This is an optimization exercise on Yosys and OpenROAD, whose aim is small area, not a production implementation.
RTL that was checked went through simulation tests only; none was proved equivalent to the original.
The RTL of runs 1 and 2 was laid out without a check of its function.
Power is estimated from default activity; no workload was simulated. The clock port is modelled as an ideal driver; clocking choices that lean on that would not hold on a real chip.

File: flow/flow/run.sh
#!/bin/bash
# Standard layout with buf_1 port buffers and a clock tree without dummy loads.
# The tools' output goes to standard.log in the work folder.
export BUFFER_PORTS_ARGS="-buffer_cell sky130_fd_sc_hd__buf_1"
export CTS_ARGS="-sink_clustering_enable -repair_clock_nets -dont_use_dummy_load -sink_clustering_size 32 -sink_clustering_max_diameter 90 -buf_list sky130_fd_sc_hd__clkbuf_16"
bash standard.sh > standard.log 2>&1
File: flow/constraint.sdc
create_clock -name core_clock -period 8.0 [get_ports {axi_aclk}]
set_input_delay 1.6000 -clock core_clock [delete_from_list [all_inputs] [get_ports {axi_aclk}]]
set_output_delay 1.6000 -clock core_clock [all_outputs]
set_load 0.01 [all_outputs]
File: flow/standard.sh
#!/bin/bash
# synth_recipe.tcl (not shown) runs the flow's synth.tcl, then flattens the netlist and writes it again
# the make line also repeats each setting of config.mk as NAME=value (left out here)
make -C /OpenROAD-flow-scripts/flow DESIGN_CONFIG=/design/flow/config.mk WORK_HOME=/design/flow/orfs CLKGATE_MAP_FILE= SYNTH_SCRIPT=/design/flow/synth_recipe.tcl "${@:-finish}"
File: flow/config.mk
export PLATFORM = sky130hd
export DESIGN_NAME = nvme_host_slave
export DESIGN_NICKNAME = nvme_host_slave
export VERILOG_FILES = /design/flow/design.v
export SDC_FILE = /design/flow/constraint.sdc
export NUM_CORES = 4
export LEC_CHECK = 0
export CAP_MARGIN = 20
export CORE_MARGIN = 2
export CORE_UTILIZATION = 60
export CTS_BUF_LIST = sky130_fd_sc_hd__clkbuf_16
export CTS_CLUSTER_DIAMETER = 80
export CTS_CLUSTER_SIZE = 28
export SLEW_MARGIN = 20
File: flow/design.v
package nvme_host_pkg;
  localparam int host_addr_bits = 8;
  typedef enum logic [host_addr_bits-1:0] {
    CONTROL   = 8'h00,
    STATUS    = 8'h04,
    SQ_LEVEL  = 8'h08,
    DPTR_LOW  = 8'h10,
    DPTR_HIGH = 8'h14,
    LBA_LOW   = 8'h18,
    LBA_HIGH  = 8'h1C,
    NLB       = 8'h20,
    COMMAND   = 8'h24
  } reg_addr_e;
  localparam int ctrl_error_on_full = 0;
  localparam int ctrl_clear_error   = 1;
  localparam int stat_sq_overflow   = 0;
  localparam int stat_sq_full       = 4;
  localparam int cmd_type_bit   = 0;
  localparam int cmd_queue_lsb  = 4;
  localparam int cmd_action_lsb = 8;
  typedef enum logic [7:0] {
    NVME_WRITE = 8'h01,
    NVME_READ  = 8'h02
  } nvme_opcode_e;
  localparam int cqe_sq_head_lsb = 64;
  localparam int cqe_cid_lsb     = 96;
  localparam logic [31:0] doorbell_base = 32'h0000_1000;
  function automatic logic [31:0] doorbell_addr(input int q, input logic is_cq);
    doorbell_addr = doorbell_base + 8 * (q + 1) + (is_cq ? 4 : 0);
  endfunction
  function automatic int rx_cq_limit(input int num_queues, input int sq_depth);
    rx_cq_limit = num_queues * sq_depth;
  endfunction
endpackage
`timescale 1ns/10ps
import nvme_host_pkg::*;
module nvme_host_slave #(
  parameter int NUM_QUEUES = 2,
  parameter int SQ_DEPTH   = 16,
  parameter int TX_ADDR_BITS = $clog2(NUM_QUEUES * SQ_DEPTH * 4),
  parameter int RX_ADDR_BITS = $clog2(NUM_QUEUES * SQ_DEPTH) + 1
) (
  input  logic                      axi_aclk,
  input  logic                      axi_aresetn,
  input  logic [host_addr_bits-1:0] awaddr,
  input  logic                      awvalid,
  output logic                      awready,
  input  logic [31:0]               wdata,
  input  logic [3:0]                wstrb,
  input  logic                      wvalid,
  output logic                      wready,
  output logic [1:0]                bresp,
  output logic                      bvalid,
  input  logic                      bready,
  input  logic [host_addr_bits-1:0] araddr,
  input  logic                      arvalid,
  output logic                      arready,
  output logic [31:0]               rdata,
  output logic [1:0]                rresp,
  output logic                      rvalid,
  input  logic                      rready,
  output logic [3:0]                tx_write,
  output logic [TX_ADDR_BITS-1:0]   tx_waddr,
  output logic [127:0]              tx_wdata,
  input  logic                      rx_write_valid,
  input  logic [RX_ADDR_BITS-1:0]   rx_waddr,
  input  logic [127:0]              rx_wdata,
  output logic                      pcie_write,
  output logic [31:0]               pcie_waddr,
  output logic [31:0]               pcie_wdata,
  input  logic                      pcie_wdone
);
  localparam logic [3:0] R_CTRL = 4'd0;
  localparam logic [3:0] R_STAT = 4'd1;
  localparam logic [3:0] R_LVL  = 4'd2;
  localparam logic [3:0] R_DLO  = 4'd3;
  localparam logic [3:0] R_DHI  = 4'd4;
  localparam logic [3:0] R_LLO  = 4'd5;
  localparam logic [3:0] R_LHI  = 4'd6;
  localparam logic [3:0] R_NLB  = 4'd7;
  localparam logic [3:0] R_CMD  = 4'd8;
  localparam logic [3:0] R_BAD  = 4'd15;
  function automatic logic [3:0] reg_code(input logic [7:0] a);
    case (a)
      8'h00:   reg_code = R_CTRL;
      8'h04:   reg_code = R_STAT;
      8'h08:   reg_code = R_LVL;
      8'h10:   reg_code = R_DLO;
      8'h14:   reg_code = R_DHI;
      8'h18:   reg_code = R_LLO;
      8'h1C:   reg_code = R_LHI;
      8'h20:   reg_code = R_NLB;
      8'h24:   reg_code = R_CMD;
      default: reg_code = R_BAD;
    endcase
  endfunction
  logic        armed;       
  logic        aw_got, w_got;
  logic        st_b1;       
  logic        st_b2;       
  logic        bv, rv;      
  logic        we;
  logic [3:0]  wa, ra;
  logic [31:0] wd_n;        
  logic [31:0] wd;
  assign wd = ~wd_n;
  logic        err;
  logic [7:0]  lvl_snap;
  logic [31:2] ctrl_hi_n, ctrl_hi;
  logic        eof_n, eof_q;       
  logic        ctrl_ok;     
  logic        eof;
  logic        overflow;
  logic [31:0] dptr_lo_n, dptr_hi_n, lba_lo_n, lba_hi_n, nlb_n, command_n;
  logic [31:0] dptr_lo, dptr_hi, lba_lo, lba_hi, nlb_q, command;
  assign ctrl_hi = ~ctrl_hi_n;
  assign eof_q   = ~eof_n;
  assign dptr_lo = ~dptr_lo_n;
  assign dptr_hi = ~dptr_hi_n;
  assign lba_lo  = ~lba_lo_n;
  assign lba_hi  = ~lba_hi_n;
  assign nlb_q   = ~nlb_n;
  assign command = ~command_n;
  logic [7:0]  seq   [16];
  logic [15:0] seq_v;
  logic        pend;
  logic        bw, t0, t1, t2, t3;
  logic [3:0]  tail [2];
  logic [3:0]  head [2];
  logic [3:0]  cqh  [2];
  logic [3:0]  db_req;
  logic        db_wait;
  logic [1:0]  sel;
  logic [3:0]  db_val;
  logic idle, aw_hs, w_hs, ar_hs, aw_have, w_have, go_rd, go_wr;
  assign idle    = ~(st_b1 | st_b2 | pend | bv | rv);
  assign awready = armed & ~aw_got;
  assign wready  = armed & ~w_got;
  assign arready = armed & ~aw_got & ~w_got;
  assign aw_hs   = awvalid & awready;
  assign w_hs    = wvalid & wready;
  assign ar_hs   = arvalid & arready;
  assign aw_have = aw_got | aw_hs;
  assign w_have  = w_got | w_hs;
  assign go_rd   = idle & ar_hs;
  assign go_wr   = idle & ~ar_hs & aw_have & w_have;
  assign bvalid = bv;
  assign rvalid = rv;
  assign bresp  = {err, 1'b0};
  assign rresp  = {err, 1'b0};
  logic [3:0] lvl0, lvl1;
  logic [1:0] full;
  assign lvl0 = tail[0] - head[0];
  assign lvl1 = tail[1] - head[1];
  assign full = {&lvl1, &lvl0};
  assign eof = eof_q & ctrl_ok;
  logic [3:0] a_code;
  logic       cmd_q;
  assign a_code = command[11:8];
  assign cmd_q  = command[4];
  logic wr_cmd_err, b1_err, cmd_go;
  assign wr_cmd_err = full[wd[4]] & eof;
  always_comb begin
    if (we) begin
      case (wa)
        R_CTRL, R_DLO, R_DHI, R_LLO, R_LHI, R_NLB: b1_err = 1'b0;
        R_CMD:   b1_err = wr_cmd_err;
        default: b1_err = 1'b1;
      endcase
    end else begin
      b1_err = (ra == R_BAD);
    end
  end
  assign cmd_go = pend & ~full[cmd_q];
  always_ff @(posedge axi_aclk or negedge axi_aresetn) begin
    if (!axi_aresetn) begin
      armed    <= 1'b0;
      aw_got   <= 1'b0;
      w_got    <= 1'b0;
      st_b1    <= 1'b0;
      st_b2    <= 1'b0;
      bv       <= 1'b0;
      rv       <= 1'b0;
      pend     <= 1'b0;
      ctrl_ok  <= 1'b0;
      overflow <= 1'b0;
    end else begin
      armed <= idle & ~go_rd & ~go_wr;
      if (idle) begin
        if (aw_hs) aw_got <= 1'b1;
        if (w_hs)  w_got  <= 1'b1;
        if (go_wr) begin
          aw_got <= 1'b0;
          w_got  <= 1'b0;
        end
      end
      st_b1 <= go_rd | go_wr;
      st_b2 <= (st_b1 & ~(we & (wa == R_CMD) & ~wr_cmd_err)) | cmd_go;
      if (st_b1 & we & (wa == R_CMD) & ~wr_cmd_err) pend <= 1'b1;
      if (cmd_go) pend <= 1'b0;
      if (st_b2) begin
        bv <= we;
        rv <= ~we;
      end
      if (bv & bready) bv <= 1'b0;
      if (rv & rready) rv <= 1'b0;
      if (st_b1 & we) begin
        if (wa == R_CTRL) begin
          ctrl_ok <= 1'b1;
          if (wd[1]) overflow <= 1'b0;
        end
        if (wa == R_CMD && wr_cmd_err) overflow <= 1'b1;
      end
    end
  end
  always_ff @(posedge axi_aclk) begin
    if (go_rd | go_wr) we <= go_wr;
    if (aw_hs) wa <= reg_code(awaddr);
    if (ar_hs) ra <= reg_code(araddr);
    if (w_hs)  wd_n <= ~(wdata & {{8{wstrb[3]}}, {8{wstrb[2]}}, {8{wstrb[1]}}, {8{wstrb[0]}}});
    if (st_b1) begin
      err      <= b1_err;
      lvl_snap <= {lvl1, lvl0};
    end
    if (st_b1 & we) begin
      case (wa)
        R_DLO: dptr_lo_n <= wd_n;
        R_DHI: dptr_hi_n <= wd_n;
        R_LLO: lba_lo_n  <= wd_n;
        R_LHI: lba_hi_n  <= wd_n;
        R_NLB: nlb_n     <= wd_n;
        R_CMD: command_n <= wd_n;
        R_CTRL: begin
          eof_n     <= wd_n[0];
          ctrl_hi_n <= wd_n[31:2];
        end
        default: ;
      endcase
    end
  end
  logic rs_ctrl, rs_stat, rs_lvl, rs_cmd;
  logic s_dlo, s_dhi, s_llo, s_lhi, s_nlb;
  logic [31:0] x_lo, x_hi, x_nlb;
  assign rs_ctrl = rv & (ra == R_CTRL) & ctrl_ok;
  assign rs_stat = rv & (ra == R_STAT);
  assign rs_lvl  = rv & (ra == R_LVL);
  assign rs_cmd  = rv & (ra == R_CMD);
  assign s_dlo   = t1 | (rv & (ra == R_DLO));
  assign s_dhi   = t1 | (rv & (ra == R_DHI));
  assign s_llo   = t2 | (rv & (ra == R_LLO));
  assign s_lhi   = t2 | (rv & (ra == R_LHI));
  assign s_nlb   = t3 | (rv & (ra == R_NLB));
  assign x_lo    = (dptr_lo & {32{s_dlo}}) | (lba_lo & {32{s_llo}});
  assign x_hi    = (dptr_hi & {32{s_dhi}}) | (lba_hi & {32{s_lhi}});
  assign x_nlb   = nlb_q & {32{s_nlb}};
  assign rdata = x_lo | x_hi | x_nlb | (command & {32{rs_cmd}}) |
                 ({ctrl_hi, 1'b0, eof_q} & {32{rs_ctrl}}) |
                 ({26'd0, &lvl_snap[7:4], &lvl_snap[3:0], 3'd0, overflow} & {32{rs_stat}}) |
                 ({20'd0, lvl_snap[7:4], 4'd0, lvl_snap[3:0]} & {32{rs_lvl}});
  logic [7:0] seq_cur;
  assign seq_cur = seq_v[a_code] ? seq[a_code] : 8'd0;
  always_ff @(posedge axi_aclk or negedge axi_aresetn) begin
    if (!axi_aresetn) begin
      bw    <= 1'b0;
      t0    <= 1'b0;
      t1    <= 1'b0;
      t2    <= 1'b0;
      t3    <= 1'b0;
      seq_v <= '0;
    end else begin
      bw <= cmd_go;
      t0 <= bw;
      t1 <= t0;
      t2 <= t1;
      t3 <= t2;
      if (t0) seq_v[a_code] <= 1'b1;
    end
  end
  always_ff @(posedge axi_aclk) begin
    if (t0) seq[a_code] <= seq_cur + 8'd1;
  end
  assign tx_write = {4{t0 | t1 | t2 | t3}};
  assign tx_waddr = {cmd_q, tail[cmd_q], t2 | t3, t1 | t3};
  assign tx_wdata = {x_hi, x_lo, 32'd0,
                     {seq_cur, a_code, 3'b000, cmd_q} & {16{t0}},
                     x_nlb[15:0] | {14'd0, t0 & ~command[0], t0 & command[0]}};
  logic       cqe_hit;
  logic       cqe_q;
  logic [3:0] db_done;
  assign cqe_hit = rx_write_valid & ~rx_waddr[RX_ADDR_BITS-1];
  assign cqe_q   = rx_wdata[cqe_cid_lsb];
  always_comb begin
    db_done = '0;
    if (db_wait & pcie_wdone) db_done[sel] = 1'b1;
  end
  always_ff @(posedge axi_aclk or negedge axi_aresetn) begin
    if (!axi_aresetn) begin
      db_req  <= '0;
      tail[0] <= '0;
      tail[1] <= '0;
      head[0] <= '0;
      head[1] <= '0;
      cqh[0]  <= '0;
      cqh[1]  <= '0;
    end else begin
      db_req <= db_req & ~db_done;
      if (t3) begin
        tail[cmd_q]     <= tail[cmd_q] + 4'd1;
        db_req[2 + cmd_q] <= 1'b1;
      end
      if (cqe_hit) begin
        head[cqe_q]   <= rx_wdata[cqe_sq_head_lsb +: 4];
        cqh[cqe_q]    <= cqh[cqe_q] + 4'd1;
        db_req[cqe_q] <= 1'b1;
      end
    end
  end
  logic [1:0] pick;
  logic [3:0] pick_val;
  always_comb begin
    if (db_req[0])      pick = 2'd0;
    else if (db_req[1]) pick = 2'd1;
    else if (db_req[2]) pick = 2'd2;
    else                pick = 2'd3;
    case (pick)
      2'd0:    pick_val = cqh[0];
      2'd1:    pick_val = cqh[1];
      2'd2:    pick_val = tail[0];
      default: pick_val = tail[1];
    endcase
  end
  always_ff @(posedge axi_aclk or negedge axi_aresetn) begin
    if (!axi_aresetn) begin
      db_wait    <= 1'b0;
      pcie_write <= 1'b0;
    end else begin
      pcie_write <= ~db_wait & (|db_req);
      if (~db_wait & (|db_req)) db_wait <= 1'b1;
      else if (db_wait & pcie_wdone) db_wait <= 1'b0;
    end
  end
  always_ff @(posedge axi_aclk) begin
    if (~db_wait) sel <= pick;
    db_val <= pick_val;
  end
  assign pcie_waddr = {19'd0, 1'b1, 7'd0, sel[0], ~sel[0], ~sel[1], 2'b00};
  assign pcie_wdata = {28'd0, db_val};
endmodule
==> results of run 1 <==
-- critical path, stage by stage, from the launching register on --
cell      delay, ns
dfrtp_1        0.50
nor3b_1        0.57
nand3_1        0.49
buf_4          0.40
o221ai_1       0.45
or4_1          0.19
buf_1          0.16
-- registers in the layout (all words and copies together) (netlist names), 2 cells and up --
signal,cells
lba_hi_n,32
wd_n,32
ctrl_hi_n,30
lvl_snap,8
ra,4
tail,8
seq,128
wa,4
db_val,4
cqh,8
lba_lo_n,32
dptr_hi_n,32
db_req,4
dptr_lo_n,32
seq_v,16
nlb_n,32
head,8
command_n,32
sel,2
-- synthesized netlist by cell type (7+ instances only) --
master    instances  share of area (%)
edfxtp_1        403                 63
nand3_1          15               0.39
o21a_1            7               0.27
o22a_1           18               0.82
mux4_2           37                4.4
or4_1            16               0.63
mux2i_1           9               0.47
nor2_1           64                1.3
nor2b_1          11               0.36
clkbuf_1         41               0.80
a21o_1           15               0.59
inv_1            27               0.53
xor2_1           10               0.46
o22ai_1          76                2.5
o221ai_1          8               0.37
o21ai_0          33               0.86
mux2_2           17                1.0
xnor2_1          10               0.46
and2_1            8               0.26
a22oi_1           9               0.35
a21oi_1          19               0.50
or3_1            22               0.72
dfrtp_1          61                8.0
ha_1             14               0.91
o21ai_1          14               0.37
nor3_1           13               0.34
nand2_1         100                2.0
and3_1           10               0.33
buf_4           101                4.0
-- power by group --
| group | leakage, nW | switching [mW] | total [mW] | internal [mW] |
|---|---|---|---|---|
| sequential | 4.77 | 0.127 | 2.93 | 2.80 |
| combinational | 2.61 | 0.237 | 0.371 | 0.133 |
| clock | 0.222 | 0.669 | 1.08 | 0.410 |
-- how the worst max path moves through the flow --
stage | cells past startpoint | to | slack [ns]
2_1_floorplan | 2 | dptr_lo_n[0]$_DFFE_PP_ | 3.66
3_3_place_gp | 8 | tx_wdata[24] | 3.28
3_5_place_dp | 8 | tx_wdata[24] | 3.25
4_1_cts | 8 | tx_wdata[24] | 2.69
5_1_grt | 6 | rdata[9] | 2.92
6_report | 6 | rdata[9] | 3.09
-- cell families after synthesis --
family                     Yosys count  share of synthesized area [%]
AOI/OAI and AO/OA                  219                          7.475
xor gates and xnor gates            20                         0.9148
adders and majority gates           17                          1.176
buffers and inverters              183                          5.763
DFF                                468                          71.59
muxes                               63                          5.822
other                                2                        0.03922
and+or+nand+nor                    287                          7.220
-- stage by stage --
| stage | instances | setup WS (ns) | power, mW |
|---|---|---|---|
| finish | 1862 | 3.093 | 4.380 |
| global route | 1861 | 2.924 | 4.544 |
| CTS | 1859 | 2.690 | 4.406 |
| detailed placement | 1841 | 3.253 | 3.354 |
| global placement | 1841 | 3.275 | 3.344 |
| floorplan | 1351 | 3.664 | 3.231 |
-- area by class of cell --
cell class              instances  area, sq um  share of cell area (%)
diodes                          2        5.005                 0.02430
clock buffers                  18        450.4                   2.187
inverters                      30        112.6                  0.5468
multi-input cells             700         4805                   23.33
flip-flops and latches        468        13710                   66.56
well taps                     402        503.0                   2.442
repair buffers                242         1011                   4.909
-- per-layer routing --
layer | vias up | routed length (microns)
li1 | 4979 | -
met1 | 5534 | 18520
met2 | 468 | 19400
met3 | 44 | 2878
met4 | 0 | 748
met5 | - | 0
==> results.cfg, run 1 <==
[die]
floorplan.initialDensity_pct = 60.84
die_h_microns = 182.6
die_w_microns = 182.6
dieArea_sq_um = 33360
io_pins = 440
fp.coreArea_sq_um = 31470
rows = 65

[drt]
drc = 0
postRouteAntennaNets = 0
drtPass1Iterations = 5
wl_microns = 41550
post_drt_wl_per_cell_microns = 22.32
vias = 11025
via_per_inst = 5.921
drt-initial-drc-count = 1051

[global_route]
grt_pass1_vias = 10541
grt_antenna_before_repair = 1
grt_util_met2_pct = 38.62
gr-total-overflow = 0
grt_pass1_wl_microns = 62200
grt.total_usage_pct = 24.79
grt_max_degree = 62
met3_usage_pct = 2.694
grtUsageMet1_pct = 38.30
grt_busiest_layer = met2

[final_layout]
final_nets = 1671
syn2layout_area_growth_pct = 7.554
final_area_sq_um = 20590
final_common_cell = edfxtp_1
layout_common_cells = edfxtp_1, buf_1, nand2_1, conb_1, o22ai_1
final_core_util_pct = 65.43
drive_gt1_share_pct = 8.093
fillerInstances = 2304

[sta]
fin_skew_ns = 0.04726
finalSetupViolCount = 0
final_hold_viol_count = 0
maxSlewViolCount = 0
fmax_ghz = 0.2038
slew_headroom_pct = 30.54
worst_pin_slew_ns = 1.042
worst_hold_slack_ns = 0.3636
finalSetupTns_ns = 0
rsz0062_at_grt = no
min_period_over_period_pct = 61.34
period_needed_ns = 4.907

[setup_path]
end_kind = output port
crit_path_max_fanout = 23
reg2reg_slack_ns = 4.24
cp-start-kind = register
setup.worst_path.class = register to output port
reg2reg_to = seq[10][4]$_DFFE_PP_
startpoint = rv$_DFFE_PN0P_
critPathRequiredTime_ns = 6.40
arrival_ns = 3.31
reg2reg_from = command_n[9]$_DFFE_PP_
r2r_cells = 10

[cts]
cts-root-to-sink-buffers = 3
htree_levels = 1
cts-resized-gates = 0
postCtsSetupBuffers = 0
hold_buffers = 0
cts_buffers = 18
cts_tree = yes
clkSlewWorstSetupHoldPaths_ns = 0.11
cts.sinks = 468
cts-root-buf = clkbuf_16
clk_latency_ns = 0.54

[synthesis]
ys_warn_count = 4
ys_ff_latch = 468
async_reset_ff_share_pct = 13.03
synthFlopType = edfxtp_1
syn_avg_cell_area_sq_um = 15.21
yosysSeqAreaShare_pct = 71.59
synth_edf_count = 403
netlist_area_sq_um = 19150
syn-instance-count = 1259
yosysUniqueCellTypes = 57

[flow_run]
maxCapViolCount = 0

[hold_path]
hold_class = register to register
hold_depth = 0
hold_end = t0$_DFF_PN0_
worst_hold_startpoint = bw$_DFF_PN0_

[run_status]
status = no timing/DRC/antenna violations

[placement]
placed_area_sq_um = 20110
dp_hpwl_microns = 26520
port_buffers = 217
finalWeightedCongestion = 0.8152

[power_and_ir_drop]
ir_drop_mv = 0.1845
power.density_nw_per_um2 = 212.7
power.leakage_nw = 7.605
==> inputs of run 2 (changes only) <==
==> flow/flow/run.sh (replaced) <==
#!/bin/bash
# Standard layout with buf_1 port buffers and a clock tree without dummy loads.
# The tools' output goes to standard.log in the work folder.
export BUFFER_PORTS_ARGS="-buffer_cell sky130_fd_sc_hd__buf_1"
export CTS_ARGS="-sink_clustering_enable -repair_clock_nets -dont_use_dummy_load -sink_clustering_size 18 -sink_clustering_max_diameter 60 -buf_list sky130_fd_sc_hd__clkbuf_8"
bash standard.sh > standard.log 2>&1
==> results.cfg, run 2 <==
[run_status]
status = no timing/DRC/antenna violations

[setup_path]
crit_family = buffers and inverters
cp_slowest_cell = edfxtp_1
crit_path_max_fanout = 21
end_kind = output port
cp-start-kind = register
cpPeakStageDelay_ns = 0.59
worst-path-buf-inv = 4
arrival_ns = 3.33
critPathRequiredTime_ns = 6.40
setup.worst_path.class = register to output port
crit_chain = buf_8, buf_4, mux4_2, mux2i_1, mux2_2, a21oi_1, inv_2, nor2_1, buf_1

[sta]
maxSlewViolCount = 0
finalSetupTns_ns = 0
fmax_ghz = 0.2028
final_hold_viol_count = 0
fin_skew_ns = 0.04915
rsz0062_at_grt = no
worst_pin_slew_ns = 1.022
period_needed_ns = 4.931
finalSetupViolCount = 0
slew_headroom_pct = 31.86
min_period_over_period_pct = 61.63
setup_ws_ns = 3.070

[power_and_ir_drop]
p_sw_mw = 1.062
swShare_pct = 24.17
power.leakage_nw = 7.634
ir_drop_mv = 0.2169
pwr-share-comb_pct = 8.4
clock_power_share_pct = 24.9
intPower_mw = 3.333
seq_power_share_pct = 66.7
power.density_nw_per_um2 = 213.1

[synthesis]
yosysSeqAreaShare_pct = 71.59
synth_edf_count = 403
synthAdderAreaFrac_pct = 1.176
synth_commonest_cells = edfxtp_1, buf_4, nand2_1
yosysTopAreaCell = edfxtp_1
yosysUniqueCellTypes = 57
synthXorXnorAreaFrac_pct = 0.9148
synth_top_area_share_pct = 63.20
yosys.cell_count.top_type = edfxtp_1
synth_compound_gate_area_share_pct = 7.475
synthSimpleGateAreaFrac_pct = 7.220
netlist_top_cells_area = edfxtp_1, dfrtp_1, mux4_2
synth_top_family_by_area = compound AO/OA/AOI/OAI gates
muxShareOfSynthArea_pct = 5.822
ys_ff_latch = 468
ys_warn_count = 4
syn-instance-count = 1259
synthFlopType = edfxtp_1
netlist_area_sq_um = 19150
async_reset_ff_share_pct = 13.03
syn_avg_cell_area_sq_um = 15.21

[cts]
clk_latency_ns = 0.57
clkSlewWorstSetupHoldPaths_ns = 0.11
postCtsSetupBuffers = 0
htree_levels = 2
cts_tree = yes
cts-root-to-sink-buffers = 3
cts-root-buf = clkbuf_8
cts_buffers = 35
cts.sinks = 468
cts-resized-gates = 0
hold_buffers = 0

[final_layout]
largest_register = seq
final_area_sq_um = 20630
drive_gt1_share_pct = 9.153
stdcell_count = 1879
final_nets = 1688
layout_common_cells = edfxtp_1, buf_1, nand2_1, conb_1, o22ai_1
final_common_cell = edfxtp_1
largest_reg_flops = 128
syn2layout_area_growth_pct = 7.717

[hold_path]
hold_class = register to register

[drt]
post_drt_wl_per_cell_microns = 22.34
via_per_inst = 5.915
postRouteAntennaNets = 0
vias = 11115
drt-initial-drc-count = 997
wl_microns = 41980
drtPass1Iterations = 8
drc = 0

[global_route]
met3_usage_pct = 3.732
grt.total_usage_pct = 25.10
gr-total-overflow = 0
grt_max_degree = 62
grt_util_met2_pct = 38.46
grt_pass1_wl_microns = 62680
grt_antenna_before_repair = 1
grt_pass1_vias = 10676
grt_busiest_layer = met2
grtUsageMet1_pct = 38.45

[placement]
port_buffers = 217
pre_cts_ws_ns = 3.253
dp_hpwl_microns = 26520
finalWeightedCongestion = 0.8152
placed_area_sq_um = 20110
dp.cells = 1841

[die]
floorplan.initialDensity_pct = 60.84
rows = 65
fp.coreArea_sq_um = 31470
dieArea_sq_um = 33360
die_w_microns = 182.6
die_h_microns = 182.6
io_pins = 440

[flow_run]
maxCapViolCount = 0
run 2: cell count changes in the layout (fill, tap and decap cells not counted), sizes merged:
cell	delta
clkbuf	+17
run 2: final timing paths:
| kind | startpoint | end | slack, ns | cells past startpoint |
|---|---|---|---|---|
| min reg2reg | bw$_DFF_PN0_ | t0$_DFF_PN0_ | 0.36 | 0 |
| min | bw$_DFF_PN0_ | t0$_DFF_PN0_ | 0.36 | 0 |
| max in group asynchronous | axi_aresetn | seq_v[9]$_DFFE_PN0P_ | 6.26 | 2 |
| max | command_n[9]$_DFFE_PP_ | tx_wdata[24] | 3.07 | 9 |
| max reg2reg | command_n[9]$_DFFE_PP_ | seq[12][4]$_DFFE_PP_ | 4.18 | 10 |
| min in group asynchronous | axi_aresetn | ctrl_ok$_DFFE_PN0P_ | 1.18 | 2 |
run 2: per-stage QoR:
| stage | hold WS (ns) | power [mW] | util (%) |
|---|---|---|---|
| 2_1_floorplan | 0.3312 | 3.231 | - |
| 3_3_place_gp | 0.3362 | 3.344 | 63.89 |
| 3_5_place_dp | 0.3387 | 3.354 | 63.89 |
| 4_1_cts | 0.3651 | 4.418 | 65.42 |
| 5_1_grt | 0.3662 | 4.571 | 65.53 |
| 6_report | 0.3647 | 4.396 | 65.53 |
run 2: per-layer routing:
layer	share of wire [%]	vias up
li1	-	5004
met1	44	5574
met2	46	478
met3	7.4	59
met4	2.2	0
met5	0	-
run 2: area by class of cell:
type | count | area, sq um
diodes | 2 | 5.005
clock buffers | 35 | 481.7
inverters | 30 | 112.6
well taps | 402 | 503.0
fillers | 2330 | 10850
flip-flops and latches | 468 | 13710
multi-input cells | 700 | 4805
repair buffers | 242 | 1011
run 2: cell families (layout without fill, tap and decap cells):
logic type / after synthesis / after routing
flops: 468 / 468
simple gates: 287 / 287
compound gates: 219 / 219
buf+inv: 183 / 307
mux: 63 / 63
xor+xnor: 20 / 20
fa+ha+maj: 17 / 17
other cells: 2 / 96
run 2: power groups by stage:
stage | Combinational (mW) | Sequential [mW] | Clock (mW)
after global routing | 0.417 | 2.95 | 1.20
final | 0.370 | 2.93 | 1.09
after global placement | 0.365 | 2.98 | 0
after floorplan | 0.293 | 2.94 | 0
after CTS | 0.373 | 2.93 | 1.12
after detailed placement | 0.370 | 2.98 | 0
==> inputs of run 3 (changes only) <==
--- a/flow/design.v
+++ b/flow/design.v
@@ -124,3 +124,3 @@
   logic [7:0]  seq   [16];
-  logic [15:0] seq_v;
+  logic        seq_clr;     
   logic        pend;
@@ -260,22 +260,26 @@
   logic [7:0] seq_cur;
-  assign seq_cur = seq_v[a_code] ? seq[a_code] : 8'd0;
+  assign seq_cur = seq[a_code];
   always_ff @(posedge axi_aclk or negedge axi_aresetn) begin
     if (!axi_aresetn) begin
-      bw    <= 1'b0;
-      t0    <= 1'b0;
-      t1    <= 1'b0;
-      t2    <= 1'b0;
-      t3    <= 1'b0;
-      seq_v <= '0;
+      bw      <= 1'b0;
+      t0      <= 1'b0;
+      t1      <= 1'b0;
+      t2      <= 1'b0;
+      t3      <= 1'b0;
+      seq_clr <= 1'b1;
     end else begin
-      bw <= cmd_go;
-      t0 <= bw;
-      t1 <= t0;
-      t2 <= t1;
-      t3 <= t2;
-      if (t0) seq_v[a_code] <= 1'b1;
+      bw      <= cmd_go;
+      t0      <= bw;
+      t1      <= t0;
+      t2      <= t1;
+      t3      <= t2;
+      seq_clr <= 1'b0;
     end
   end
+  logic [7:0] seq_d;
+  assign seq_d = (seq_cur + 8'd1) & {8{~seq_clr}};
   always_ff @(posedge axi_aclk) begin
-    if (t0) seq[a_code] <= seq_cur + 8'd1;
+    for (int i = 0; i < 16; i++) begin
+      if (seq_clr || (t0 && a_code == 4'(i))) seq[i] <= seq_d;
+    end
   end
==> flow/run.sh (new file) <==
#!/bin/bash
# synth_recipe.tcl (not shown) runs the flow's synth.tcl, then flattens the netlist and writes it again
# the make line also repeats each setting of config.mk as NAME=value (left out here)
make -C /OpenROAD-flow-scripts/flow DESIGN_CONFIG=/design/flow/config.mk WORK_HOME=/design/flow/orfs CLKGATE_MAP_FILE= SYNTH_SCRIPT=/design/flow/synth_recipe.tcl finish
removed: flow/flow/run.sh
removed: flow/standard.sh
==> results.cfg, run 3 <==
[run_status]
status = no timing/DRC/antenna violations

[die]
io_pins = 440
fp.coreArea_sq_um = 30670
die_w_microns = 180.6
floorplan.initialDensity_pct = 61.01
rows = 64
die_h_microns = 180.6
dieArea_sq_um = 32610

[setup_path]
reg2reg_slack_ns = 3.74
arrival_ns = 4.15
cp-start-kind = register
setup.worst_path.class = register to output port
critPathRequiredTime_ns = 6.40
end_kind = output port
crit_path_max_fanout = 36

[synthesis]
syn-instance-count = 1309
yosysUniqueCellTypes = 74
async_reset_ff_share_pct = 10.15
yosysSeqAreaShare_pct = 71.27
ys_ff_latch = 453
netlist_area_sq_um = 18710
yosysTopAreaCell = edfxtp_1
synth_edf_count = 403
yosys.cell_count.top_type = edfxtp_1
ys_warn_count = 5
netlist_top_cells_area = edfxtp_1, dfrtp_1, buf_4
synthFlopType = edfxtp_1
synth_commonest_cells = edfxtp_1, buf_4, nand2_1
syn_avg_cell_area_sq_um = 14.29
synth_top_area_share_pct = 64.68

[cts]
htree_levels = 1
clk_latency_ns = 0.55
clkSlewWorstSetupHoldPaths_ns = 0.10
cts-root-buf = clkbuf_16
hold_buffers = 0
cts-root-to-sink-buffers = 3
postCtsSetupBuffers = 0
cts_buffers = 20
cts_tree = yes
cts-resized-gates = 0
cts.sinks = 453

[sta]
min_period_over_period_pct = 71.91
rsz0062_at_grt = no
fin_skew_ns = 0.03431
slew_headroom_pct = 24.20
setup_ws_ns = 2.247
fmax_ghz = 0.1738
worst_pin_slew_ns = 1.122
final_hold_viol_count = 0
finalSetupViolCount = 0
period_needed_ns = 5.753
finalSetupTns_ns = 0
maxSlewViolCount = 0

[final_layout]
fillerInstances = 2121
largest_reg_flops = 128
syn2layout_area_growth_pct = 15.61
n_antenna_cell = 0
final_area_sq_um = 21630
final_nets = 1710
area.sequential_sq_um = 13330
final_common_cell = edfxtp_1
largest_register = seq
drive_gt1_share_pct = 6.719
multi_input_area_sq_um = 4688
layout_common_cells = edfxtp_1, clkdlybuf4s50_1, nand2_1, conb_1, o22ai_1

[placement]
pre_cts_ws_ns = 2.837
finalWeightedCongestion = 0.8407
dp_hpwl_microns = 28310
placed_area_sq_um = 20980
port_buffers = 217

[power_and_ir_drop]
ir_drop_mv = 0.2596
power.density_nw_per_um2 = 227.6
finalPower_mw = 4.924
power.leakage_nw = 7.678

[drt]
drtPass1Iterations = 6
postRouteAntennaNets = 0
drt-initial-drc-count = 1395
post_drt_wl_per_cell_microns = 23.09
wl_microns = 44190
vias = 11562
via_per_inst = 6.041
drc = 0

[global_route]
grt_max_degree = 47
grt.total_usage_pct = 26.62
grt_pass1_wl_microns = 66090
gr-total-overflow = 0
grt_antenna_before_repair = 0
grt_pass1_vias = 11068

[hold_path]
hold_class = register to register

[flow_run]
maxCapViolCount = 0
run 3: cell count changes after synthesis, sizes merged, moves of 10 or more:
cell,previous run,this run
mux4,37,4
dfrtp,61,45
o21ai,47,62
nand3,15,25
buf,112,122
run 3: where the power goes:
group	switching, mW	total (mW)	leakage, nW	internal (mW)
combinational	0.400	0.766	2.95	0.366
clock	0.694	1.21	0.352	0.521
sequential	0.150	2.94	4.37	2.79
run 3: path summary, 6_finish.rpt:
| path | start | endpoint | cells after the start |
|---|---|---|---|
| min in group asynchronous | axi_aresetn | t0$_DFF_PN0_ | 1 |
| worst min register to register | bw$_DFF_PN0_ | t0$_DFF_PN0_ | 0 |
| worst max-delay path | command_n[10]$_DFFE_PP_ | tx_wdata[27] | 8 |
| max in group asynchronous | axi_aresetn | cqh[1][3]$_DFFE_PN0P_ | 1 |
| worst max register to register | command_n[11]$_DFFE_PP_ | seq[0][4]$_DFFE_PP_ | 9 |
| worst min-delay path | bw$_DFF_PN0_ | t0$_DFF_PN0_ | 0 |
run 3: layer usage:
layer  up-vias  track usage, %  wire (microns)
li1       5172               -               -
met1      5757           38.51           18420
met2       575           42.87           21160
met3        58           4.871            3686
met4         0           5.871             923
met5         -               0               0
run 3: kinds of logic (layout without fill, tap and decap cells):
group / count (synthesis) / count (layout) / synth area share, %
multiplexers: 36 / 36 / 2.334
AND/OR/NAND/NOR: 318 / 318 / 8.680
flip-flops: 453 / 453 / 71.27
XOR/XNOR: 19 / 19 / 0.8894
buffers and inverters: 193 / 309 / 6.159
other: 2 / 95 / 0.04014
AO/OA/AOI/OAI: 276 / 276 / 9.763
adder cells (fa/ha/maj): 12 / 12 / 0.8694
run 3: final cells by class:
| class | count | share of cell area [%] |
|---|---|---|
| Clock inverter | 15 | 0.4569 |
| Clock buffer | 21 | 2.429 |
| Inverter | 30 | 0.5206 |
| Tap cell | 396 | 2.290 |
| Sequential cell | 453 | 61.64 |
| Multi-Input combinational cell | 756 | 21.67 |
| Timing Repair Buffer | 243 | 10.99 |
run 3: metrics by stage:
step,std cells,util (%),hold WS (ns)
final,1914,70.53,0.3356
after detailed placement,1877,68.42,0.3347
after CTS,1913,70.45,0.3373
after floorplan,1402,-,0.3312
after global placement,1875,68.33,0.3329
after global routing,1914,70.53,0.3594
run 3: critical path: stages, from the launching register on:
cell	delay (ns)
edfxtp_1	0.94
buf_4	0.49
nand3b_1	0.16
a21oi_1	0.07
a2111oi_0	0.59
nand4_1	0.46
o21a_1	0.25
and2_1	0.16
clkdlybuf4s50_1	0.47
==> inputs of run 4 (changes only) <==
==> flow/flow/run.sh (new file) <==
#!/bin/bash
# Layout of the design with three changes to the standard flow:
#  - synthesis maps logic with an area-oriented ABC script (flow/synth_area.tcl);
#  - ports are buffered with sky130_fd_sc_hd__buf_1;
#  - clock tree synthesis inserts no dummy loads and uses larger sink clusters.
# All tool output goes to standard.log here and to ORFS's logs under orfs/logs.
set -euo pipefail
export FLOW_WORK="$(pwd)"
export AREA_ABC_SCRIPT="$FLOW_WORK/flow/abc_area.script"
export BUFFER_PORTS_ARGS="-buffer_cell sky130_fd_sc_hd__buf_1"
export CTS_ARGS="-sink_clustering_enable -repair_clock_nets -dont_use_dummy_load -sink_clustering_size 32 -sink_clustering_max_diameter 90 -buf_list sky130_fd_sc_hd__clkbuf_16"
sed "s#SYNTH_SCRIPT=[^ ]*#SYNTH_SCRIPT=$FLOW_WORK/flow/synth_area.tcl#" standard.sh > standard_area.sh
bash standard_area.sh > standard.log 2>&1
==> flow/flow/abc_area.script (new file) <==
strash
&get -n
&st
&synch2
&dch -f
&nf -a
&put
topo
stime -c
==> flow/flow/synth_area.tcl (new file) <==
# The standard flow's synthesis script, with ABC's technology mapping run from an area-oriented
# script (flow/abc_area.script) instead of ORFS's speed script. Registers are mapped
# before ABC runs, so they are the same as in the standard synthesis.
proc abc {args} {
  set i [lsearch -exact $args -script]
  if {$i >= 0} { lset args [expr {$i + 1}] $::env(AREA_ABC_SCRIPT) }
  yosys abc {*}$args
}
source $::env(FLOW_WORK)/synth_recipe.tcl
==> flow/standard.sh (new file) <==
#!/bin/bash
# synth_recipe.tcl (not shown) runs the flow's synth.tcl, then flattens the netlist and writes it again
# the make line also repeats each setting of config.mk as NAME=value (left out here)
make -C /OpenROAD-flow-scripts/flow DESIGN_CONFIG=/design/flow/config.mk WORK_HOME=/design/flow/orfs CLKGATE_MAP_FILE= SYNTH_SCRIPT=/design/flow/synth_recipe.tcl "${@:-finish}"
removed: flow/run.sh
==> results.cfg, run 4 <==
[run_status]
status = no timing/DRC/antenna violations

[power_and_ir_drop]
power.density_nw_per_um2 = 239.8
power.leakage_nw = 6.901
ir_drop_mv = 0.2434

[die]
floorplan.initialDensity_pct = 61.35
io_pins = 440
rows = 63
die_h_microns = 178.5
fp.coreArea_sq_um = 29800
die_w_microns = 178.5
dieArea_sq_um = 31880

[setup_path]
end_kind = output port
reg2reg_to = seq[12][6]$_DFFE_PP_
startpoint = command_n[8]$_DFFE_PP_
arrival_ns = 4.01
r2r_cells = 8
cp-start-kind = register
reg2reg_slack_ns = 3.46
reg2reg_from = command_n[8]$_DFFE_PP_
crit_path_max_fanout = 52
setup.worst_path.class = register to output port
critPathRequiredTime_ns = 6.40

[global_route]
grt.total_usage_pct = 26.05
grt_antenna_before_repair = 1
grt_pass1_wl_microns = 61970
gr-total-overflow = 0
grt_max_degree = 53
grt_pass1_vias = 10685

[final_layout]
largest_register = seq
final_nets = 1705
multi_input_area_sq_um = 4553
layout_common_cells = edfxtp_1, buf_1, conb_1, nand2_1, o22ai_1
largest_reg_flops = 128
fillerInstances = 2242
final_core_util_pct = 66.92
final_common_cell = edfxtp_1
area.sequential_sq_um = 13330
drive_gt1_share_pct = 4.142
syn2layout_area_growth_pct = 9.090

[drt]
vias = 11234
drc = 0
wl_met3_microns = 2869
post_drt_wl_per_cell_microns = 22.07
dr_wl_met2_microns = 20110
drt-initial-drc-count = 1185
via_per_inst = 5.950
met1_length_microns = 17840
postRouteAntennaNets = 0
routed.top_layer = met4
wl_microns = 41660
drtPass1Iterations = 5

[sta]
maxSlewViolCount = 0
finalSetupViolCount = 0
fmax_ghz = 0.1782
fin_skew_ns = 0.05444
rsz0062_at_grt = no
worst_pin_slew_ns = 1.340
period_needed_ns = 5.612
finalSetupTns_ns = 0
slew_headroom_pct = 8.369
min_period_over_period_pct = 70.15
final_hold_viol_count = 0

[synthesis]
synth_edf_count = 403
ys_ff_latch = 453
synth_top_area_share_pct = 66.21
yosysUniqueCellTypes = 61
yosysSeqAreaShare_pct = 72.95
syn_avg_cell_area_sq_um = 14.68
synth_commonest_cells = edfxtp_1, buf_4, nand2_1
netlist_area_sq_um = 18280
netlist_top_cells_area = edfxtp_1, dfrtp_1, buf_4
async_reset_ff_share_pct = 10.15
synthFlopType = edfxtp_1
yosys.cell_count.top_type = edfxtp_1
yosysTopAreaCell = edfxtp_1
syn-instance-count = 1245
ys_warn_count = 5

[placement]
finalWeightedCongestion = 0.8223
port_buffers = 217
dp_hpwl_microns = 26850

[flow_run]
maxCapViolCount = 0

[cts]
postCtsSetupBuffers = 0
cts-root-buf = clkbuf_16
clk_latency_ns = 0.53
hold_buffers = 0
clkSlewWorstSetupHoldPaths_ns = 0.11
cts-resized-gates = 0
cts-root-to-sink-buffers = 3
cts_buffers = 18
cts_tree = yes
cts.sinks = 453
htree_levels = 1

[hold_path]
hold_depth = 0
hold_end = t0$_DFF_PN0_
worst_hold_startpoint = bw$_DFF_PN0_
hold_class = register to register
-- run 4: cell types whose count changed in the layout (fill, tap and decap cells not counted), sizes merged, moves of 7 or more --
cell	before	now
a21o	6	13
clkdlybuf4s50	216	0
o221ai	10	2
nor3	9	17
nor2	60	75
buf	27	241
o21a	8	0
o21ai	62	46
clkinv	0	29
inv	44	0
nand3	25	18
a21oi	28	45
or4	18	8
-- run 4: cell type report --
type / instances / share of cell area (%)
Clock buffer: 18 / 2.259
Inverter: 29 / 0.5459
Sequential cell: 453 / 66.87
Timing Repair Buffer: 242 / 5.032
Antenna cell: 1 / 0.01255
Multi-Input combinational cell: 755 / 22.83
Tap cell: 390 / 2.447
-- run 4: logic make-up (layout without fill, tap and decap cells) --
kind of cell	Yosys count	after routing	share of synthesized area [%]
adders and majority gates	11	11	0.8351
DFF	453	453	72.95
and+or+nand+nor	326	326	9.022
buffers and inverters	130	289	4.744
other	2	96	0.04109
muxes	26	26	1.526
xor gates and xnor gates	18	18	0.8625
AOI/OAI and AO/OA	279	279	10.02
-- run 4: worst max-delay path, stage by stage, from the launching register on --
cell,delay (ns)
edfxtp_1,0.37
buf_4,0.51
and4b_1,0.40
o2bb2ai_1,0.18
a2111oi_0,1.11
a21oi_1,0.46
and2_0,0.29
buf_1,0.13
-- run 4: worst max-delay path by stage --
stage / to / slack (ns) / cells past startpoint
after floorplan: rdata[0] / 3.43 / 4
after global placement: tx_wdata[24] / 3.32 / 7
after detailed placement: tx_wdata[24] / 3.24 / 7
after CTS: tx_wdata[24] / 2.66 / 7
after global routing: tx_wdata[24] / 2.39 / 7
final: tx_wdata[24] / 2.39 / 7
-- run 4: layer usage --
metal	vias up	track usage [%]
met1	5591	38.29
met3	50	3.154
li1	5119	-
met4	0	5.827
met2	474	42.37
met5	-	0
-- run 4: metrics by stage --
stage	hold slack, ns	cell area [sq um]	power, mW	cells	setup WS, ns
floorplan	0.3312	18630	3.488	1338	3.426
global placement	0.3325	19450	3.759	1868	3.322
detailed placement	0.3358	19470	3.780	1869	3.241
CTS	0.3652	19920	4.812	1887	2.661
global route	0.3880	19940	4.992	1888	2.390
finish	0.3706	19940	4.781	1888	2.388
-- run 4: power by group --
part / internal, mW / total [mW] / switching [mW]
clock: 0.409 / 1.06 / 0.649
combinational: 0.258 / 0.757 / 0.499
sequential: 2.81 / 2.97 / 0.160
total: 3.47 / 4.78 / 1.31
==> inputs of run 5 (changes only) <==
--- a/flow/design.v
+++ b/flow/design.v
@@ -123,3 +123,4 @@
   assign command = ~command_n;
-  logic [7:0]  seq   [16];
+  logic [7:0]  ring [4][4];
+  logic [1:0]  phase;
   logic        seq_clr;     
@@ -259,4 +260,10 @@
                  ({20'd0, lvl_snap[7:4], 4'd0, lvl_snap[3:0]} & {32{rs_lvl}});
+  logic       busy;
+  logic [1:0] slot;
   logic [7:0] seq_cur;
-  assign seq_cur = seq[a_code];
+  logic [7:0] seq_d;
+  assign busy    = t0 | t1 | t2 | t3;
+  assign slot    = a_code[3:2] + phase;
+  assign seq_cur = ring[a_code[1:0]][slot];
+  assign seq_d   = (seq_cur + 8'd1) & {8{~seq_clr}};
   always_ff @(posedge axi_aclk or negedge axi_aresetn) begin
@@ -268,2 +275,3 @@
       t3      <= 1'b0;
+      phase   <= 2'd0;
       seq_clr <= 1'b1;
@@ -275,13 +283,16 @@
       t3      <= t2;
-      seq_clr <= 1'b0;
+      phase   <= phase + 2'd1;
+      if (phase == 2'd3) seq_clr <= 1'b0;
     end
   end
-  logic [7:0] seq_d;
-  assign seq_d = (seq_cur + 8'd1) & {8{~seq_clr}};
   always_ff @(posedge axi_aclk) begin
-    for (int i = 0; i < 16; i++) begin
-      if (seq_clr || (t0 && a_code == 4'(i))) seq[i] <= seq_d;
+    for (int r = 0; r < 4; r++) begin
+      if (seq_clr || (busy && a_code[1:0] == 2'(r) && slot == 2'd3)) ring[r][0] <= seq_d;
+      else                                                           ring[r][0] <= ring[r][3];
+      ring[r][1] <= ring[r][0];
+      ring[r][2] <= ring[r][1];
+      ring[r][3] <= ring[r][2];
     end
   end
-  assign tx_write = {4{t0 | t1 | t2 | t3}};
+  assign tx_write = {4{busy}};
   assign tx_waddr = {cmd_q, tail[cmd_q], t2 | t3, t1 | t3};
==> results.cfg, run 5 <==
[cts]
clkSlewWorstSetupHoldPaths_ns = 0.11
cts-root-to-sink-buffers = 3
hold_buffers = 0
cts_buffers = 18
htree_levels = 1
clk_latency_ns = 0.52
cts_tree = yes
cts.sinks = 455
postCtsSetupBuffers = 0
cts-resized-gates = 0
cts-root-buf = clkbuf_16

[final_layout]
syn2layout_area_growth_pct = 9.154
drive_gt1_share_pct = 3.662
largest_register = ring
largest_reg_flops = 128
final_core_util_pct = 66.87
stdcell_count = 1880
final_common_cell = edfxtp_1
layout_common_cells = edfxtp_1, buf_1, dfxtp_1, nand2_1, conb_1
n_antenna_cell = 0
final_nets = 1712

[sta]
final_hold_viol_count = 0
finalSetupTns_ns = 0
worst_pin_slew_ns = 1.090
period_needed_ns = 5.380
rsz0062_at_grt = no
slew_headroom_pct = 27.04
maxSlewViolCount = 0
finalSetupViolCount = 0
min_period_over_period_pct = 67.25
fin_skew_ns = 0.03523
fmax_ghz = 0.1859

[global_route]
gr-total-overflow = 0
grt_antenna_before_repair = 0
grt.total_usage_pct = 26.19
grt_pass1_vias = 10413
grt_max_degree = 49
grt_pass1_wl_microns = 60510

[synthesis]
yosysSeqAreaShare_pct = 70.72
yosys.cell_count.top_type = edfxtp_1
netlist_area_sq_um = 17110
synth_edf_count = 275
syn-instance-count = 1253
netlist_top_cells_area = edfxtp_1, dfxtp_1, dfrtp_1
ys_warn_count = 5
synth_commonest_cells = edfxtp_1, dfxtp_1, nand2_1
synthFlopType = edfxtp_1
yosysUniqueCellTypes = 60
syn_avg_cell_area_sq_um = 13.66
ys_ff_latch = 455
async_reset_ff_share_pct = 10.55
yosysTopAreaCell = edfxtp_1
synth_top_area_share_pct = 48.26

[setup_path]
critPathRequiredTime_ns = 6.40
end_kind = output port
cp-start-kind = register
setup.worst_path.class = register to output port
arrival_ns = 3.78
crit_path_max_fanout = 19
r2r_cells = 10

[die]
dieArea_sq_um = 29890
rows = 61
fp.coreArea_sq_um = 27930
io_pins = 440
floorplan.initialDensity_pct = 61.26
die_w_microns = 172.9
die_h_microns = 172.9

[hold_path]
hold_class = register to register
hold_depth = 0

[drt]
vias = 11131
dr_wl_met2_microns = 18090
postRouteAntennaNets = 0
via_per_inst = 5.921
routed.top_layer = met4
wl_microns = 39860
post_drt_wl_per_cell_microns = 21.20
wl_met3_microns = 3470
drt-initial-drc-count = 1159
drc = 0
drtPass1Iterations = 6
met1_length_microns = 17550

[power_and_ir_drop]
power.leakage_nw = 6.582
ir_drop_mv = 0.2052
power.density_nw_per_um2 = 245.1

[placement]
dp_hpwl_microns = 25640
port_buffers = 217
finalWeightedCongestion = 0.8307
dp.cells = 1862

[flow_run]
maxCapViolCount = 0

[run_status]
status = no timing/DRC/antenna violations
-- run 5: cell count changes in the layout (fill, tap and decap cells not counted), moves of 8 or more --
cell      before  now
o22ai_1       82   72
o21ai_0       46   55
a22o_1         2   22
mux2i_1       11    1
nand2_1       93  111
o41ai_1        0    8
nand4_1        7   15
dfxtp_1        4  132
edfxtp_1     403  275
-- run 5: cell families after synthesis --
group | synth area share (%)
compound gates | 11.98
simple gates | 9.001
mux | 0.9139
fa+ha+maj | 1.038
flops | 70.72
other cells | 0.04389
xor+xnor | 1.192
buf+inv | 5.111
-- run 5: final timing paths --
check	slack, ns	startpoint	endpoint
max in group asynchronous	6.36	axi_aresetn	head[1][1]$_DFFE_PN0P_
min in group asynchronous	1.17	axi_aresetn	pcie_write$_DFF_PN0_
hold reg to reg	0.34	ring[5][6]$_DFF_P_	ring[6][6]$_DFF_P_
setup reg to reg	4.05	command_n[10]$_DFFE_PP_	ring[4][5]$_DFF_P_
setup / recovery	2.62	command_n[10]$_DFFE_PP_	tx_wdata[28]
hold / removal	0.34	ring[5][6]$_DFF_P_	ring[6][6]$_DFF_P_
-- run 5: area by class of cell --
| class | count | area, sq um |
|---|---|---|
| sequential | 455 | 12100 |
| fill | 2137 | 9255 |
| multi-input combinational | 759 | 4548 |
| timing repair buffer | 241 | 996.0 |
| tap | 378 | 473.0 |
| clock buffer | 18 | 450.4 |
| inverter | 29 | 108.9 |
-- run 5: routing by layer --
metal	up-vias	global-route usage [%]
li1	5068	-
met1	5464	39.45
met2	549	40.78
met3	50	4.266
met4	0	5.614
met5	-	0
-- run 5: power by group --
group          switching [mW]  internal, mW  total (mW)
clock                   0.650         0.409        1.06
combinational           0.442         0.239       0.682
sequential              0.148          2.69        2.84
-- run 5: critical path: stages, from the launching register on --
cell	delay, ns
edfxtp_1	0.43
clkinv_1	0.07
ha_1	0.18
xnor3_1	0.52
nor2_1	0.86
a22oi_1	0.20
a21oi_1	0.20
o32a_1	0.45
and2_0	0.18
buf_1	0.15
-- run 5: through the flow --
| stage | setup slack (ns) | power, mW | cell area [sq um] | hold WS, ns |
|---|---|---|---|---|
| detailed placement | 3.210 | 3.574 | 18230 | 0.3331 |
| global route | 2.422 | 4.771 | 18680 | 0.3533 |
| floorplan | 3.414 | 3.329 | 17460 | 0.3226 |
| finish | 2.620 | 4.578 | 18680 | 0.3443 |
| CTS | 2.637 | 4.605 | 18680 | 0.3402 |
| global placement | 3.259 | 3.560 | 18230 | 0.3279 |
==> inputs of run 6 (changes only) <==
--- a/flow/design.v
+++ b/flow/design.v
@@ -108,17 +108,14 @@
   logic [7:0]  lvl_snap;
-  logic [31:2] ctrl_hi_n, ctrl_hi;
-  logic        eof_n, eof_q;       
+  logic        dph;
+  logic [31:0] pa_n [2];    
+  logic [31:0] pb_n [2];    
+  logic [31:0] pc_n [2];    
   logic        ctrl_ok;     
+  logic        eof_q;       
   logic        eof;
   logic        overflow;
-  logic [31:0] dptr_lo_n, dptr_hi_n, lba_lo_n, lba_hi_n, nlb_n, command_n;
-  logic [31:0] dptr_lo, dptr_hi, lba_lo, lba_hi, nlb_q, command;
-  assign ctrl_hi = ~ctrl_hi_n;
-  assign eof_q   = ~eof_n;
-  assign dptr_lo = ~dptr_lo_n;
-  assign dptr_hi = ~dptr_hi_n;
-  assign lba_lo  = ~lba_lo_n;
-  assign lba_hi  = ~lba_hi_n;
-  assign nlb_q   = ~nlb_n;
+  logic [31:0] command_n;
+  logic [31:0] command;
   assign command = ~command_n;
+  assign eof_q   = ~(dph ? pc_n[0][0] : pc_n[1][0]);
   logic [7:0]  ring [4][4];
@@ -225,17 +222,18 @@
     end
-    if (st_b1 & we) begin
-      case (wa)
-        R_DLO: dptr_lo_n <= wd_n;
-        R_DHI: dptr_hi_n <= wd_n;
-        R_LLO: lba_lo_n  <= wd_n;
-        R_LHI: lba_hi_n  <= wd_n;
-        R_NLB: nlb_n     <= wd_n;
-        R_CMD: command_n <= wd_n;
-        R_CTRL: begin
-          eof_n     <= wd_n[0];
-          ctrl_hi_n <= wd_n[31:2];
-        end
-        default: ;
-      endcase
-    end
+    if (st_b1 & we & (wa == R_CMD)) command_n <= wd_n;
+  end
+  logic wr_any, wr_next, land_a, land_b, land_c;
+  assign wr_any = (st_b1 & we) | wr_next;
+  assign land_a = wr_any & (((wa == R_DLO) & dph) | ((wa == R_LLO) & ~dph));
+  assign land_b = wr_any & (((wa == R_DHI) & dph) | ((wa == R_LHI) & ~dph));
+  assign land_c = wr_any & (((wa == R_NLB) & dph) | ((wa == R_CTRL) & ~dph));
+  always_ff @(posedge axi_aclk) begin
+    dph     <= ~dph;
+    wr_next <= st_b1 & we;
+    pa_n[0] <= land_a ? wd_n : pa_n[1];
+    pa_n[1] <= pa_n[0];
+    pb_n[0] <= land_b ? wd_n : pb_n[1];
+    pb_n[1] <= pb_n[0];
+    pc_n[0] <= land_c ? (wd_n | {30'd0, ~dph, 1'b0}) : pc_n[1];
+    pc_n[1] <= pc_n[0];
   end
@@ -243,3 +241,3 @@
   logic s_dlo, s_dhi, s_llo, s_lhi, s_nlb;
-  logic [31:0] x_lo, x_hi, x_nlb;
+  logic [31:0] x_lo, x_hi, x_nc;
   assign rs_ctrl = rv & (ra == R_CTRL) & ctrl_ok;
@@ -253,7 +251,6 @@
   assign s_nlb   = t3 | (rv & (ra == R_NLB));
-  assign x_lo    = (dptr_lo & {32{s_dlo}}) | (lba_lo & {32{s_llo}});
-  assign x_hi    = (dptr_hi & {32{s_dhi}}) | (lba_hi & {32{s_lhi}});
-  assign x_nlb   = nlb_q & {32{s_nlb}};
-  assign rdata = x_lo | x_hi | x_nlb | (command & {32{rs_cmd}}) |
-                 ({ctrl_hi, 1'b0, eof_q} & {32{rs_ctrl}}) |
+  assign x_lo = (~pa_n[0] & {32{dph ? s_llo : s_dlo}}) | (~pa_n[1] & {32{dph ? s_dlo : s_llo}});
+  assign x_hi = (~pb_n[0] & {32{dph ? s_lhi : s_dhi}}) | (~pb_n[1] & {32{dph ? s_dhi : s_lhi}});
+  assign x_nc = (~pc_n[0] & {32{dph ? rs_ctrl : s_nlb}}) | (~pc_n[1] & {32{dph ? s_nlb : rs_ctrl}});
+  assign rdata = x_lo | x_hi | x_nc | (command & {32{rs_cmd}}) |
                  ({26'd0, &lvl_snap[7:4], &lvl_snap[3:0], 3'd0, overflow} & {32{rs_stat}}) |
@@ -300,3 +297,3 @@
                      {seq_cur, a_code, 3'b000, cmd_q} & {16{t0}},
-                     x_nlb[15:0] | {14'd0, t0 & ~command[0], t0 & command[0]}};
+                     x_nc[15:0] | {14'd0, t0 & ~command[0], t0 & command[0]}};
   logic       cqe_hit;
==> flow/config.mk (replaced) <==
export PLATFORM = sky130hd
export DESIGN_NAME = nvme_host_slave
export DESIGN_NICKNAME = nvme_host_slave
export VERILOG_FILES = /design/flow/design.v
export SDC_FILE = /design/flow/constraint.sdc
export NUM_CORES = 4
export LEC_CHECK = 0
export CAP_MARGIN = 0
export CORE_MARGIN = 2
export CORE_UTILIZATION = 70
export SLEW_MARGIN = 0
==> results.cfg, run 6 <==
[run_status]
status = no timing/DRC/antenna violations

[sta]
fin_skew_ns = 0.06149
worst_pin_slew_ns = 1.216
maxSlewViolCount = 0
final_hold_viol_count = 0
period_needed_ns = 5.900
finalSetupTns_ns = 0
finalSetupViolCount = 0
min_period_over_period_pct = 73.75
slew_headroom_pct = 18.78
fmax_ghz = 0.1695
rsz0062_at_grt = no

[synthesis]
synth_edf_count = 84
yosys.cell_count.top_type = dfxtp_1
synthFlopType = dfxtp_1
syn_avg_cell_area_sq_um = 11.94
synth_commonest_cells = dfxtp_1, mux2_1, nand2_1
yosysUniqueCellTypes = 63
yosysTopAreaCell = dfxtp_1
ys_warn_count = 8
netlist_area_sq_um = 16470
netlist_top_cells_area = dfxtp_1, edfxtp_1, mux2_1
yosysSeqAreaShare_pct = 62.24
ys_ff_latch = 458
async_reset_ff_share_pct = 10.48
syn-instance-count = 1380
synth_top_area_share_pct = 39.62

[final_layout]
drive_gt1_share_pct = 3.021
syn2layout_area_growth_pct = 8.941
area.sequential_sq_um = 10250
largest_reg_flops = 128
final_common_cell = dfxtp_1
fillerInstances = 1601
layout_common_cells = dfxtp_1, buf_1, nand2_1, mux2_1, o22ai_1
multi_input_area_sq_um = 5768
largest_register = ring
final_core_util_pct = 77.14
stdcell_count = 1944
final_nets = 1832

[cts]
cts-root-buf = clkbuf_16
hold_buffers = 0
htree_levels = 1
clkSlewWorstSetupHoldPaths_ns = 0.12
cts.sinks = 458
cts_tree = yes
postCtsSetupBuffers = 0
cts-root-to-sink-buffers = 3
cts-resized-gates = 0
cts_buffers = 18
clk_latency_ns = 0.54

[die]
dieArea_sq_um = 24770
die_h_microns = 157.4
io_pins = 440
rows = 56
floorplan.initialDensity_pct = 70.80
die_w_microns = 157.4
fp.coreArea_sq_um = 23260

[setup_path]
cpPeakStageDelay_ns = 0.75
crit_path_max_fanout = 25
cp_common_cell = clkinv_1
arrival_ns = 4.30
critPathRequiredTime_ns = 6.40
crit_chain = clkinv_1, ha_1, clkinv_1, nor3_1, buf_4, a2111oi_0, and4_1, a21oi_1, and2_0, buf_1
startpoint = command_n[10]$_DFFE_PP_
worst-path-buf-inv = 4
end_kind = output port
cp_slowest_cell = ha_1
cp-start-kind = register
setup.worst_path.class = register to output port
crit_family = simple AND/OR/NAND/NOR gates
reg2reg_from = command_n[10]$_DFFE_PP_

[drt]
vias = 11715
post_drt_wl_per_cell_microns = 20.35
via_per_inst = 6.026
drtPass1Iterations = 7
drc = 0
postRouteAntennaNets = 0
drt-initial-drc-count = 1023
wl_microns = 39560

[flow_run]
maxCapViolCount = 0

[hold_path]
hold_class = register to register
worst_hold_startpoint = ring[2][2]$_DFF_P_

[power_and_ir_drop]
clock_power_share_pct = 21.0
ir_drop_mv = 0.2420
power.leakage_nw = 7.286
swShare_pct = 30.34
pwr-share-comb_pct = 20.7
intPower_mw = 3.531
seq_power_share_pct = 58.3
p_sw_mw = 1.538
power.density_nw_per_um2 = 282.4

[global_route]
grt_pass1_wl_microns = 60000
grt_antenna_before_repair = 2
grt_pass1_vias = 11062
grt.total_usage_pct = 31.25
gr-total-overflow = 0
grt_max_degree = 49

[placement]
dp_hpwl_microns = 26050
finalWeightedCongestion = 0.8714
port_buffers = 217
dp.cells = 1923
[run 6: changes by cell type after synthesis, moves of 16 or more]
| cell | change |
|---|---|
| dfxtp_1 | +194 |
| or4_1 | +24 |
| o22ai_1 | +26 |
| o22a_1 | -18 |
| mux2_1 | +92 |
| or3_1 | -16 |
| edfxtp_1 | -191 |
[run 6: final timing paths]
check                                               to  slack, ns  cells after the start
min in group asynchronous       tail[1][0]$_DFFE_PN0P_       1.16                      2
worst min-delay path                ring[3][2]$_DFF_P_       0.33                      0
worst min register to register      ring[3][2]$_DFF_P_       0.33                      0
max in group asynchronous               rv$_DFFE_PN0P_       6.35                      2
worst max-delay path                      tx_wdata[26]       2.10                     10
worst max register to register      ring[8][6]$_DFF_P_       3.58                     12
[run 6: layout make-up]
type	instances	share of cell area (%)
tap	319	2.224
multi-input combinational	879	32.15
clock buffer	18	2.510
sequential	458	57.13
inverter	33	0.6903
timing repair buffer	234	5.258
antenna	3	0.04184
[run 6: per-layer routing]
metal | track usage [%] | share of wire, % | wire length, microns | vias up
met5 | 0 | 0 | 0 | -
met4 | 10.65 | 2.9 | 1138 | 0
met3 | 5.396 | 8.4 | 3332 | 84
met2 | 50.76 | 47 | 18560 | 550
met1 | 42.83 | 42 | 16540 | 5682
li1 | - | - | - | 5399
[run 6: cells by family (layout without fill, tap and decap cells)]
group | after synthesis | count (layout) | synth area share (%)
flip-flops | 458 | 458 | 62.24
AND/OR/NAND/NOR | 343 | 343 | 10.55
AO/OA/AOI/OAI | 301 | 301 | 12.10
buffers and inverters | 135 | 285 | 5.401
multiplexers | 106 | 106 | 7.239
XOR/XNOR | 22 | 22 | 1.345
adder cells (fa/ha/maj) | 13 | 13 | 1.079
other | 2 | 97 | 0.04560
[run 6: per-stage QoR]
| stage | setup slack, ns | hold WS [ns] | total power, mW | area, sq um |
|---|---|---|---|---|
| final | 2.100 | 0.3314 | 5.068 | 17940 |
| after global routing | 1.887 | 0.3525 | 5.302 | 17940 |
| after CTS | 2.213 | 0.3393 | 5.074 | 17940 |
| after detailed placement | 2.785 | 0.3284 | 4.043 | 17490 |
| after global placement | 2.763 | 0.3263 | 3.998 | 17490 |
| after floorplan | 1.191 | 0.3231 | 3.643 | 16820 |
[run 6: power groups by stage]
stage               Sequential (mW)  Combinational, mW  Clock (mW)
floorplan                      2.94              0.707           0
global placement               2.97               1.02           0
detailed placement             3.00               1.04           0
CTS                            2.95               1.05        1.07
global route                   3.00               1.16        1.15
finish                         2.96               1.05        1.06

## separate check: timing with driven ports
How much do the figures lean on ideal ports? The routed layouts below were timed once more, with nothing changed but the port constraints.
Step 1 sets driving cells, clkbuf_16 on the clock port and buf_2 on the other inputs (assumed; they add their load-dependent delay and slew).
Step 2 moves the port delays by t, midway between the first and last clock arrival at a register: inputs arrive t later, outputs are due t later. That takes back most of the time a late clock gives input paths.
Slacks: ideal ports / drivers / drivers and shift; pairs: ideal ports / drivers.
run	t (ns)	setup slack, ns	cell pins on the clock port's net
run 1	0.566	3.093 / 3.044 / 3.610	1
run 2	0.593	3.070 / 3.022 / 3.615	1
run 3	0.589	2.247 / 2.192 / 2.780	1
run 4	0.559	2.388 / 2.336 / 2.895	1
run 5	0.564	2.620 / 2.569 / 3.133	1
run 6	0.560	2.100 / 2.049 / 2.610	1
After both steps every run listed still meets setup and hold.
